Context: an optimization exercise on an open-source flow, tuned for a short achievable clock period and few clock cycles per item. The choices shown serve that exercise and are no tape-out recipe. The RTL was checked by simulation tests, not by an equivalence proof against the original design. Power and IR drop assume default switching activity.

==> flow/run.sh <==
#!/bin/bash
# synth_recipe.tcl (not shown) runs the flow's synth.tcl, then flattens the netlist and writes it again
# the make line also repeats each setting of config.mk as NAME=value (left out here)
make -C /OpenROAD-flow-scripts/flow DESIGN_CONFIG=/design/flow/config.mk WORK_HOME=/design/flow/orfs CLKGATE_MAP_FILE= SYNTH_SCRIPT=/design/flow/synth_recipe.tcl finish
==> flow/config.mk <==
export PLATFORM = sky130hd
export DESIGN_NAME = session_table_idle_timeout_unit
export DESIGN_NICKNAME = session_table_idle_timeout_unit
export VERILOG_FILES = /design/flow/design.v
export SDC_FILE = /design/flow/constraint.sdc
export NUM_CORES = 4
export LEC_CHECK = 0
export CAP_MARGIN = 30
export CORE_MARGIN = 2
export CORE_UTILIZATION = 40
export SLEW_MARGIN = 20
==> flow/constraint.sdc <==
create_clock -name core_clock -period 9.0 [get_ports {i_clk}]
set_input_delay 1.8000 -clock core_clock [delete_from_list [all_inputs] [get_ports {i_clk}]]
set_output_delay 1.8000 -clock core_clock [all_outputs]
set_load 0.01 [all_outputs]
==> flow/design.v <==
`default_nettype none
package sttu_pkg;
    localparam int SLOTS_DEF     = 8;
    localparam logic [31:0] TIMEOUT_RESET = 32'd3600;
    localparam int CMD_W   = 3;
    localparam int TIME_W  = 32;
    localparam int TOKEN_W = 64;
    localparam int SLOT_W  = 3;
    localparam int COUNT_W = 4;
    typedef enum logic [CMD_W-1:0] {
        CMD_CREATE      = 3'd0,
        CMD_VALIDATE    = 3'd1,
        CMD_DESTROY     = 3'd2,
        CMD_DESTROY_ALL = 3'd3,
        CMD_COUNT       = 3'd4
    } t_cmd;
    typedef enum logic [1:0] {
        ST_IDLE,
        ST_SCAN,
        ST_FINISH,
        ST_OUT
    } t_state;
    typedef struct packed {
        logic set;
        logic clr;
        logic clr_all;
    } t_valid_op;
    typedef struct packed {
        logic tok;
        logic la;
    } t_wr_op;
    typedef struct packed {
        logic [COUNT_W-1:0] count;
        logic               evicted;
        logic [SLOT_W-1:0]  slot;
        logic               ok;
    } t_result;
endpackage
`default_nettype wire
`default_nettype none
import sttu_pkg::*;
module sttu_store
#(
    parameter int SLOTS = sttu_pkg::SLOTS_DEF,
    localparam int IW   = (SLOTS > 1) ? $clog2(SLOTS) : 1
) (
    input  wire logic               i_clk,
    input  wire logic               i_rst_n,
    input  wire logic [IW-1:0]      i_rd_addr,
    output logic      [sttu_pkg::TOKEN_W-1:0] o_rd_th,
    output logic      [sttu_pkg::TOKEN_W-1:0] o_rd_tl,
    output logic      [sttu_pkg::TIME_W-1:0]  o_rd_la,
    input  wire sttu_pkg::t_wr_op             i_wr_op,
    input  wire logic [IW-1:0]      i_wr_addr,
    input  wire logic [sttu_pkg::TOKEN_W-1:0] i_wr_th,
    input  wire logic [sttu_pkg::TOKEN_W-1:0] i_wr_tl,
    input  wire logic [sttu_pkg::TIME_W-1:0]  i_wr_la,
    input  wire sttu_pkg::t_valid_op          i_vop,
    input  wire logic [IW-1:0]      i_v_idx,
    output logic      [SLOTS-1:0]   o_valid
);
    logic [TOKEN_W-1:0] mem_th [SLOTS];
    logic [TOKEN_W-1:0] mem_tl [SLOTS];
    logic [TIME_W-1:0]  mem_la [SLOTS];
    logic [SLOTS-1:0]   r_valid;
    always_ff @(posedge i_clk) begin
        if (i_wr_op.tok) begin
            mem_th[i_wr_addr] <= i_wr_th;
            mem_tl[i_wr_addr] <= i_wr_tl;
        end
        if (i_wr_op.la) begin
            mem_la[i_wr_addr] <= i_wr_la;
        end
    end
    always_ff @(posedge i_clk) begin
        o_rd_th <= mem_th[i_rd_addr];
        o_rd_tl <= mem_tl[i_rd_addr];
        o_rd_la <= mem_la[i_rd_addr];
    end
    always_ff @(posedge i_clk) begin
        if (!i_rst_n) begin
            r_valid <= '0;
        end else if (i_vop.clr_all) begin
            r_valid <= '0;
        end else if (i_vop.set) begin
            r_valid[i_v_idx] <= 1'b1;
        end else if (i_vop.clr) begin
            r_valid[i_v_idx] <= 1'b0;
        end
    end
    assign o_valid = r_valid;
endmodule
`default_nettype wire
`default_nettype none
import sttu_pkg::*;
module sttu_ctrl
#(
    parameter int SLOTS = sttu_pkg::SLOTS_DEF,
    localparam int IW   = (SLOTS > 1) ? $clog2(SLOTS) : 1
) (
    input  wire logic               i_clk,
    input  wire logic               i_rst_n,
    input  wire logic               i_start,
    input  wire logic [sttu_pkg::CMD_W-1:0]   i_cmd,
    input  wire logic [sttu_pkg::TIME_W-1:0]  i_now,
    input  wire logic [sttu_pkg::TOKEN_W-1:0] i_th,
    input  wire logic [sttu_pkg::TOKEN_W-1:0] i_tl,
    input  wire logic [sttu_pkg::TIME_W-1:0]  i_timeout,
    input  wire logic               i_out_free,
    output logic                    o_idle,
    output logic                    o_res_valid,
    output sttu_pkg::t_result                 o_res,
    output logic      [IW-1:0]      o_rd_addr,
    input  wire logic [sttu_pkg::TOKEN_W-1:0] i_rd_th,
    input  wire logic [sttu_pkg::TOKEN_W-1:0] i_rd_tl,
    input  wire logic [sttu_pkg::TIME_W-1:0]  i_rd_la,
    input  wire logic [SLOTS-1:0]   i_valid,
    output sttu_pkg::t_wr_op                  o_wr_op,
    output logic      [IW-1:0]      o_wr_addr,
    output logic      [sttu_pkg::TOKEN_W-1:0] o_wr_th,
    output logic      [sttu_pkg::TOKEN_W-1:0] o_wr_tl,
    output logic      [sttu_pkg::TIME_W-1:0]  o_wr_la,
    output sttu_pkg::t_valid_op               o_vop,
    output logic      [IW-1:0]      o_v_idx
);
    localparam int CW = $clog2(SLOTS + 1);
    localparam logic [CW-1:0] ADDR_END = CW'(SLOTS);
    localparam logic [IW-1:0] IDX_LAST = IW'(SLOTS - 1);
    sttu_pkg::t_state r_state;
    sttu_pkg::t_state n_state;
    logic [CW-1:0]      r_addr, n_addr;
    logic               r_pv, n_pv;
    logic [IW-1:0]      r_pidx, n_pidx;
    logic               r_free_found, n_free_found;
    logic [IW-1:0]      r_free_idx, n_free_idx;
    logic [TIME_W-1:0]  r_min_la, n_min_la;
    logic [IW-1:0]      r_min_idx, n_min_idx;
    logic               r_found, n_found;
    logic [IW-1:0]      r_fidx, n_fidx;
    logic               r_fidle, n_fidle;
    logic [COUNT_W-1:0] r_cnt, n_cnt;
    sttu_pkg::t_result r_res;
    sttu_pkg::t_result n_res;
    logic [CMD_W-1:0]   r_cmd;
    logic [TIME_W-1:0]  r_now;
    logic [TOKEN_W-1:0] r_th;
    logic [TOKEN_W-1:0] r_tl;
    logic               cur_valid;
    logic               idle_hit;
    logic               live;
    logic               match;
    logic               scan_cmd;
    logic [IW-1:0]      create_idx;
    always_ff @(posedge i_clk) begin
        if (!i_rst_n) begin
            r_state      <= ST_IDLE;
            r_pv         <= 1'b0;
        end else begin
            r_state      <= n_state;
            r_pv         <= n_pv;
        end
    end
    always_ff @(posedge i_clk) begin
        r_addr       <= n_addr;
        r_pidx       <= n_pidx;
        r_free_found <= n_free_found;
        r_free_idx   <= n_free_idx;
        r_min_la     <= n_min_la;
        r_min_idx    <= n_min_idx;
        r_found      <= n_found;
        r_fidx       <= n_fidx;
        r_fidle      <= n_fidle;
        r_cnt        <= n_cnt;
        r_res        <= n_res;
        if (o_idle && i_start) begin
            r_cmd <= i_cmd;
            r_now <= i_now;
            r_th  <= i_th;
            r_tl  <= i_tl;
        end
    end
    assign cur_valid  = i_valid[r_pidx];
    assign idle_hit   = (r_now - i_rd_la) > i_timeout;
    assign live       = cur_valid && !idle_hit;
    assign match      = cur_valid && (i_rd_th == r_th) && (i_rd_tl == r_tl);
    assign scan_cmd   = (i_cmd == CMD_CREATE) || (i_cmd == CMD_VALIDATE) ||
                        (i_cmd == CMD_DESTROY) || (i_cmd == CMD_COUNT);
    assign create_idx = r_free_found ? r_free_idx : r_min_idx;
    assign o_idle      = (r_state == ST_IDLE);
    assign o_res_valid = (r_state == ST_OUT);
    assign o_res       = r_res;
    assign o_rd_addr   = (r_addr < ADDR_END) ? r_addr[IW-1:0] : '0;
    assign o_wr_th     = r_th;
    assign o_wr_tl     = r_tl;
    assign o_wr_la     = r_now;
    always_comb begin
        n_state      = r_state;
        n_addr       = r_addr;
        n_pv         = 1'b0;
        n_pidx       = r_pidx;
        n_free_found = r_free_found;
        n_free_idx   = r_free_idx;
        n_min_la     = r_min_la;
        n_min_idx    = r_min_idx;
        n_found      = r_found;
        n_fidx       = r_fidx;
        n_fidle      = r_fidle;
        n_cnt        = r_cnt;
        n_res        = r_res;
        o_vop        = '0;
        o_v_idx      = r_pidx;
        o_wr_op      = '0;
        o_wr_addr    = create_idx;
        unique case (r_state)
            ST_IDLE: begin
                if (i_start) begin
                    n_state      = scan_cmd ? ST_SCAN : ST_FINISH;
                    n_addr       = '0;
                    n_free_found = 1'b0;
                    n_found      = 1'b0;
                    n_cnt        = '0;
                end
            end
            ST_SCAN: begin
                if (r_addr < ADDR_END) begin
                    n_addr = r_addr + CW'(1);
                    n_pv   = 1'b1;
                    n_pidx = r_addr[IW-1:0];
                end
                if (r_pv) begin
                    if (r_cmd == CMD_CREATE || r_cmd == CMD_COUNT) begin
                        if (cur_valid && idle_hit) begin
                            o_vop.clr = 1'b1;
                        end
                        if (r_cmd == CMD_CREATE) begin
                            if (!live && !r_free_found) begin
                                n_free_found = 1'b1;
                                n_free_idx   = r_pidx;
                            end
                            if (r_pidx == '0 || i_rd_la < r_min_la) begin
                                n_min_la  = i_rd_la;
                                n_min_idx = r_pidx;
                            end
                        end else if (live && r_cnt != '1) begin
                            n_cnt = r_cnt + COUNT_W'(1);
                        end
                    end else if (match && !r_found) begin
                        n_found = 1'b1;
                        n_fidx  = r_pidx;
                        n_fidle = idle_hit;
                    end
                    if (r_pidx == IDX_LAST) begin
                        n_state = ST_FINISH;
                    end
                end
            end
            ST_FINISH: begin
                n_res   = '0;
                n_state = ST_OUT;
                unique case (r_cmd)
                    CMD_CREATE: begin
                        o_vop.set     = 1'b1;
                        o_v_idx       = create_idx;
                        o_wr_op.tok   = 1'b1;
                        o_wr_op.la    = 1'b1;
                        o_wr_addr     = create_idx;
                        n_res.ok      = 1'b1;
                        n_res.slot    = SLOT_W'(create_idx);
                        n_res.evicted = !r_free_found;
                    end
                    CMD_VALIDATE: begin
                        if (r_found) begin
                            n_res.slot = SLOT_W'(r_fidx);
                            o_v_idx    = r_fidx;
                            o_wr_addr  = r_fidx;
                            if (r_fidle) begin
                                o_vop.clr = 1'b1;
                            end else begin
                                o_wr_op.la = 1'b1;
                                n_res.ok   = 1'b1;
                            end
                        end
                    end
                    CMD_DESTROY: begin
                        if (r_found) begin
                            o_v_idx    = r_fidx;
                            o_vop.clr  = 1'b1;
                            n_res.ok   = 1'b1;
                            n_res.slot = SLOT_W'(r_fidx);
                        end
                    end
                    CMD_DESTROY_ALL: begin
                        o_vop.clr_all = 1'b1;
                    end
                    CMD_COUNT: begin
                        n_res.count = r_cnt;
                    end
                    default: begin
                    end
                endcase
            end
            ST_OUT: begin
                if (i_out_free) begin
                    n_state = ST_IDLE;
                end
            end
            default: begin
                n_state = ST_IDLE;
            end
        endcase
    end
endmodule
`default_nettype wire
`default_nettype none
import sttu_pkg::*;
module session_table_idle_timeout_unit
#(
    parameter int SLOTS = sttu_pkg::SLOTS_DEF
) (
    input  wire logic         i_clk,
    input  wire logic         i_rst_n,
    input  wire logic         i_cfg_valid,
    output logic              o_cfg_ready,
    input  wire logic [31:0]  i_cfg_data,       
    input  wire logic         i_s_axis_tvalid,
    output logic              o_s_axis_tready,
    input  wire logic [159:0] i_s_axis_tdata,   
    input  wire logic [2:0]   i_s_axis_tuser,   
    output logic              o_m_axis_tvalid,
    input  wire logic         i_m_axis_tready,
    output logic [15:0]       o_m_axis_tdata    
);
    localparam int IW = (SLOTS > 1) ? $clog2(SLOTS) : 1;
    logic [TIME_W-1:0]  r_timeout;
    logic               r_m_tvalid;
    sttu_pkg::t_result r_m_res;
    logic               start;
    logic               out_free;
    logic               idle;
    logic               res_valid;
    sttu_pkg::t_result res;
    logic [IW-1:0]      rd_addr;
    logic [TOKEN_W-1:0] rd_th;
    logic [TOKEN_W-1:0] rd_tl;
    logic [TIME_W-1:0]  rd_la;
    logic [SLOTS-1:0]   valid;
    sttu_pkg::t_wr_op wr_op;
    logic [IW-1:0]      wr_addr;
    logic [TOKEN_W-1:0] wr_th;
    logic [TOKEN_W-1:0] wr_tl;
    logic [TIME_W-1:0]  wr_la;
    sttu_pkg::t_valid_op vop;
    logic [IW-1:0]      v_idx;
    assign o_cfg_ready     = 1'b1;
    assign o_s_axis_tready = idle;
    assign start           = i_s_axis_tvalid && idle;
    assign out_free        = !r_m_tvalid || i_m_axis_tready;
    assign o_m_axis_tvalid = r_m_tvalid;
    assign o_m_axis_tdata  = {7'd0, r_m_res};
    always_ff @(posedge i_clk) begin
        if (!i_rst_n) begin
            r_timeout <= TIMEOUT_RESET;
        end else if (i_cfg_valid) begin
            r_timeout <= i_cfg_data;
        end
    end
    always_ff @(posedge i_clk) begin
        if (!i_rst_n) begin
            r_m_tvalid <= 1'b0;
        end else if (out_free) begin
            r_m_tvalid <= res_valid;
        end
    end
    always_ff @(posedge i_clk) begin
        if (out_free && res_valid) begin
            r_m_res <= res;
        end
    end
    sttu_ctrl #(
        .SLOTS (SLOTS)
    ) u_ctrl (
        .i_clk       (i_clk),
        .i_rst_n     (i_rst_n),
        .i_start     (start),
        .i_cmd       (i_s_axis_tuser),
        .i_now       (i_s_axis_tdata[31:0]),
        .i_th        (i_s_axis_tdata[95:32]),
        .i_tl        (i_s_axis_tdata[159:96]),
        .i_timeout   (r_timeout),
        .i_out_free  (out_free),
        .o_idle      (idle),
        .o_res_valid (res_valid),
        .o_res       (res),
        .o_rd_addr   (rd_addr),
        .i_rd_th     (rd_th),
        .i_rd_tl     (rd_tl),
        .i_rd_la     (rd_la),
        .i_valid     (valid),
        .o_wr_op     (wr_op),
        .o_wr_addr   (wr_addr),
        .o_wr_th     (wr_th),
        .o_wr_tl     (wr_tl),
        .o_wr_la     (wr_la),
        .o_vop       (vop),
        .o_v_idx     (v_idx)
    );
    sttu_store #(
        .SLOTS (SLOTS)
    ) u_store (
        .i_clk     (i_clk),
        .i_rst_n   (i_rst_n),
        .i_rd_addr (rd_addr),
        .o_rd_th   (rd_th),
        .o_rd_tl   (rd_tl),
        .o_rd_la   (rd_la),
        .i_wr_op   (wr_op),
        .i_wr_addr (wr_addr),
        .i_wr_th   (wr_th),
        .i_wr_tl   (wr_tl),
        .i_wr_la   (wr_la),
        .i_vop     (vop),
        .i_v_idx   (v_idx),
        .o_valid   (valid)
    );
endmodule
`default_nettype wire
==> key figures <==
Status
  – Status: complete, no violations

Synthesis
  – Post-synth EDFFs: 1,516
  – Post-synthesis sequential area ratio: 75.7%
  – Mapped Cells: 3,222
  – Share of synthesized flip-flops with an asynchronous set or reset: 0%
  – Synth unique cells: 68
  – Ys flop type: edfxtp_1
  – Yosys reg bits: 1,720
  – Syn Area/Cell: 20.3 µm²
  – Synthesis warning total: 3
  – Netlist Area Pre-Place: 65,500 µm²

STA
  – Slew @ Worst Pin: 1.14 ns
  – Final Hold Viols: 0
  – Relative slew slack: 24.2%
  – Final setup violation count: 0
  – Fmax: 0.186 GHz
  – TNS Setup: 0 ns
  – Crit share post-route: 59.8%
  – Fin crit period: 5.38 ns
  – Final clock skew: 0.0571 ns
  – Slew Limit Fails: 0
  – WHS: 0.454 ns
  – RSZ-0062 raised after global routing: no

Cells and area
  – Most common cell after layout, fill and taps aside: edfxtp_1
  – Area Overhead vs Synth: 16.5%
  – Fin util: 46.9%
  – Post-layout instance area: 76,300 µm²
  – Most frequent cells in the layout: edfxtp_1 (1,516), mux4_2 (321), clkdlybuf4s50_1 (209)
  – Layout cell share with drive strength beyond 1: 22.4%
  – Nets@finish: 3,851

Place
  – RD Place Congestion: 0.801
  – Half-perimeter wire length after placement: 85.0 mm
  – Area of placed instances: 70,500 µm²
  – Port bufs: 210

Global route
  – Total track usage: 18.3%
  – Grt ovf: 0
  – Initial antenna violation count: 8
  – Vias in the first global route: 31,840
  – Largest net degree at the start of global routing: 131
  – First-pass GRT wire length: 223 mm

Power and ir drop
  – Comb power frac: 25.0%
  – Sw Pwr: 0.00699 W
  – P_leak: 25.3 nW
  – Register share of total power: 44.8%
  – Internal power: 0.0167 W
  – Power per Cell Area: 311 nW/µm²
  – Clock group share of total power: 30.2%
  – Maximum VDD drop: 0.351 mV
  – Switching Fraction: 29.5%

Critical path
  – Startpoint types: flip-flop
  – Crit. End Element: flip-flop
  – Worst Path Required: 9.45 ns
  – Crit path arrival time: 5.84 ns
  – Critical path type: reg -> reg
  – Crit path max fanout: 9

Floorplan
  – Die ar.: 167,000 µm²
  – Core box area: 163,000 µm²
  – Boundary pin count: 219
  – Die X: 409 µm
  – Std-Cell Rows: 148
  – Initial Utilization: 40.3%
  – Die height: 409 µm

Clock network
  – Max Root-Sink Buffers: 3
  – PostCTS Resize Cnt: 0
  – CTS tree: done
  – Total clock sinks: 1,720
  – Hold-fix buffers, CTS: 0
  – Worst-Skew Late Latency: 0.79 ns
  – CTS root buf: clkbuf_16
  – Clk pin slew, worst setup/hold paths: 0.06 ns
  – Post-CTS Setup Inserts: 0
  – CTS buffer count: 172
  – Htree depth: 4

Route
  – DRT iter0 DRCs: 2,897
  – Final ANT Viol Nets: 0
  – Routed WL: 154 mm
  – Pre-antenna DRT Iters: 5
  – Via-per-instance ratio: 5.33
  – Post-DR wirelength/cell: 26.1 µm
  – Residual DRC: 0
  – Via Count: 31,305

Worst hold path
  – HP Class: reg -> reg

Job
  – MaxCap Viol Count: 0
==> cells in the mapped netlist (3+ instances only) <==
cell type	n	area, µm²
a21o_1	34	255
dfxtp_1	204	4080
a31oi_1	3	18.8
nand2_1	36	135
a211oi_2	3	37.5
xnor2_1	35	307
buf_2	29	145
nand3_1	24	120
nor3_1	12	60.1
mux2_2	166	1870
and2_1	6	37.5
inv_1	153	574
o21a_1	8	60.1
mux4_2	321	7230
and3_1	11	68.8
nor4_1	27	169
a21oi_1	51	255
o21ai_0	30	150
a21boi_0	3	22.5
buf_1	13	48.8
a22o_1	4	35.0
mux2i_1	41	410
o2bb2ai_1	13	114
o211ai_1	8	60.1
and4_1	3	26.3
xor2_1	78	683
o22ai_1	16	100
ha_1	103	1290
a2111oi_0	3	26.3
nor2b_1	42	263
clkbuf_1	62	233
nor2_1	53	199
edfxtp_1	1516	45500
nand2b_1	11	68.8
o21ai_1	5	25.0
a221oi_1	18	158
a21boi_1	3	22.5
nand4_1	25	156
o21bai_1	4	30.0
buf_4	8	60.1
a32o_1	3	30.0
==> power groups by stage <==
stage / Combinational [W] / Clock, W / Sequential [W]
floorplan: 0.00422 / 0 / 0.0105
global placement: 0.00596 / 0 / 0.0108
global route: 0.00646 / 0.00764 / 0.0107
detailed placement: 0.00599 / 0 / 0.0108
finish: 0.00593 / 0.00717 / 0.0106
CTS: 0.00603 / 0.00733 / 0.0106
==> routing by layer <==
metal	vias to the layer above	global-route usage, %	share of wire [%]
li1	13592	-	-
met1	16524	26.4	45
met2	968	28.4	46
met3	217	3.59	6.3
met4	4	5.19	2.5
met5	-	0	0.017
==> cell type report <==
cell class | instances | area, µm²
Antenna cell | 2 | 5.00
Clock buffer | 251 | 4850
Clock inverter | 72 | 892
Fill cell | 13412 | 86400
Inverter | 153 | 574
Multi-Input combinational cell | 1243 | 15000
Sequential cell | 1720 | 49600
Tap cell | 2175 | 2720
Timing Repair Buffer | 257 | 2660
==> path summary, 6_finish.rpt <==
check	start	endpoint	slack, ns	depth (start not counted)
worst max-delay path	u_ctrl.r_now[0]	u_ctrl.r_free_idx[2]	3.62	19
worst min register to register	flip-flop	flip-flop	0.45	2
worst max register to register	u_ctrl.r_now[0]	u_ctrl.r_free_idx[2]	3.62	19
worst min-delay path	flip-flop	flip-flop	0.45	2
==> kinds of logic after synthesis <==
kind of cell               count (synthesis)  synth area share (%)
muxes                                    530                  14.6
other                                      2                0.0115
buffers and inverters                    265                  1.62
xor gates and xnor gates                 113                  1.51
AOI/OAI and AO/OA                        228                  2.43
and+or+nand+nor                          259                  2.13
adders and majority gates                105                  2.01
DFF                                     1720                  75.7
==> registers in the layout, summed over array words and instances, names as in the netlist, 2 cells and up, named ones only <==
register	flops
u_ctrl.r_cmd	3
u_ctrl.r_min_idx	3
u_ctrl.r_min_la	32
u_ctrl.r_res	9
u_store.o_rd_tl	64
u_store.mem_th	512
u_ctrl.r_pidx	3
u_ctrl.r_addr	4
u_ctrl.r_fidx	3
u_store.o_rd_th	64
u_ctrl.r_tl	64
r_m_res	9
u_ctrl.r_cnt	4
u_store.mem_tl	512
u_ctrl.r_th	64
u_ctrl.r_now	32
u_store.o_rd_la	32
u_ctrl.r_state	2
r_timeout	32
u_store.mem_la	256
u_ctrl.r_free_idx	3
==> critical path, cell delays in order, from the launching register on <==
cell and delay (ns):
edfxtp_1 0.51, inv_1 0.11, ha_1 0.17, inv_1 0.06
fa_1 0.44, a211oi_2 0.26, o21ai_1 0.13, a32oi_2 0.35
o211ai_2 0.23, a311oi_2 0.36, o21a_1 0.24, nor4b_2 0.06
nand4b_1 0.19, ha_1 0.31, nand4_1 0.17, nor4_1 0.49
o31ai_1 0.15, a21boi_1 0.37, o21ai_0 0.20, nor2_1 0.27
==> per-stage QoR <==
step | setup slack, ns | instances | power [W]
6_report | 3.62 | 5873 | 0.0237
3_3_place_gp | 3.74 | 5542 | 0.0167
2_1_floorplan | 1.24 | 3228 | 0.0147
3_5_place_dp | 3.66 | 5545 | 0.0168
5_1_grt | 3.25 | 5871 | 0.0248
4_1_cts | 3.64 | 5868 | 0.0240
Testbench counts, summed over its fixed seeds: cycles 54,125, items 4,800.

-- separate check: timing with driven ports --
The flow's constraints put no driver on any port. The routed layout listed below was extracted and timed again, unchanged, in two steps. Step 1 assumes that a clkbuf_16 drives the clock port and a buf_2 every other input. Step 2 adds t to the input delays and takes it off the output delays; t is the mean of the earliest and latest rising clock arrival at the registers after step 1. Input paths then give back, and output paths get back, about the clock's delay inside the block. Slacks: ideal / step 1 / step 2; pairs: ideal / step 1.
t, ns: 0.854
setup slack, ns: 3.618 / 3.618 / 3.618
worst setup path at the end: register to register
worst slew at a driven data input, ns: 0.22
pins driven straight from the clock port: 1
After both steps this run still meets setup and hold. The setup slack of this run moves by 0.000 ns with the drivers and by 0.000 ns with both steps.
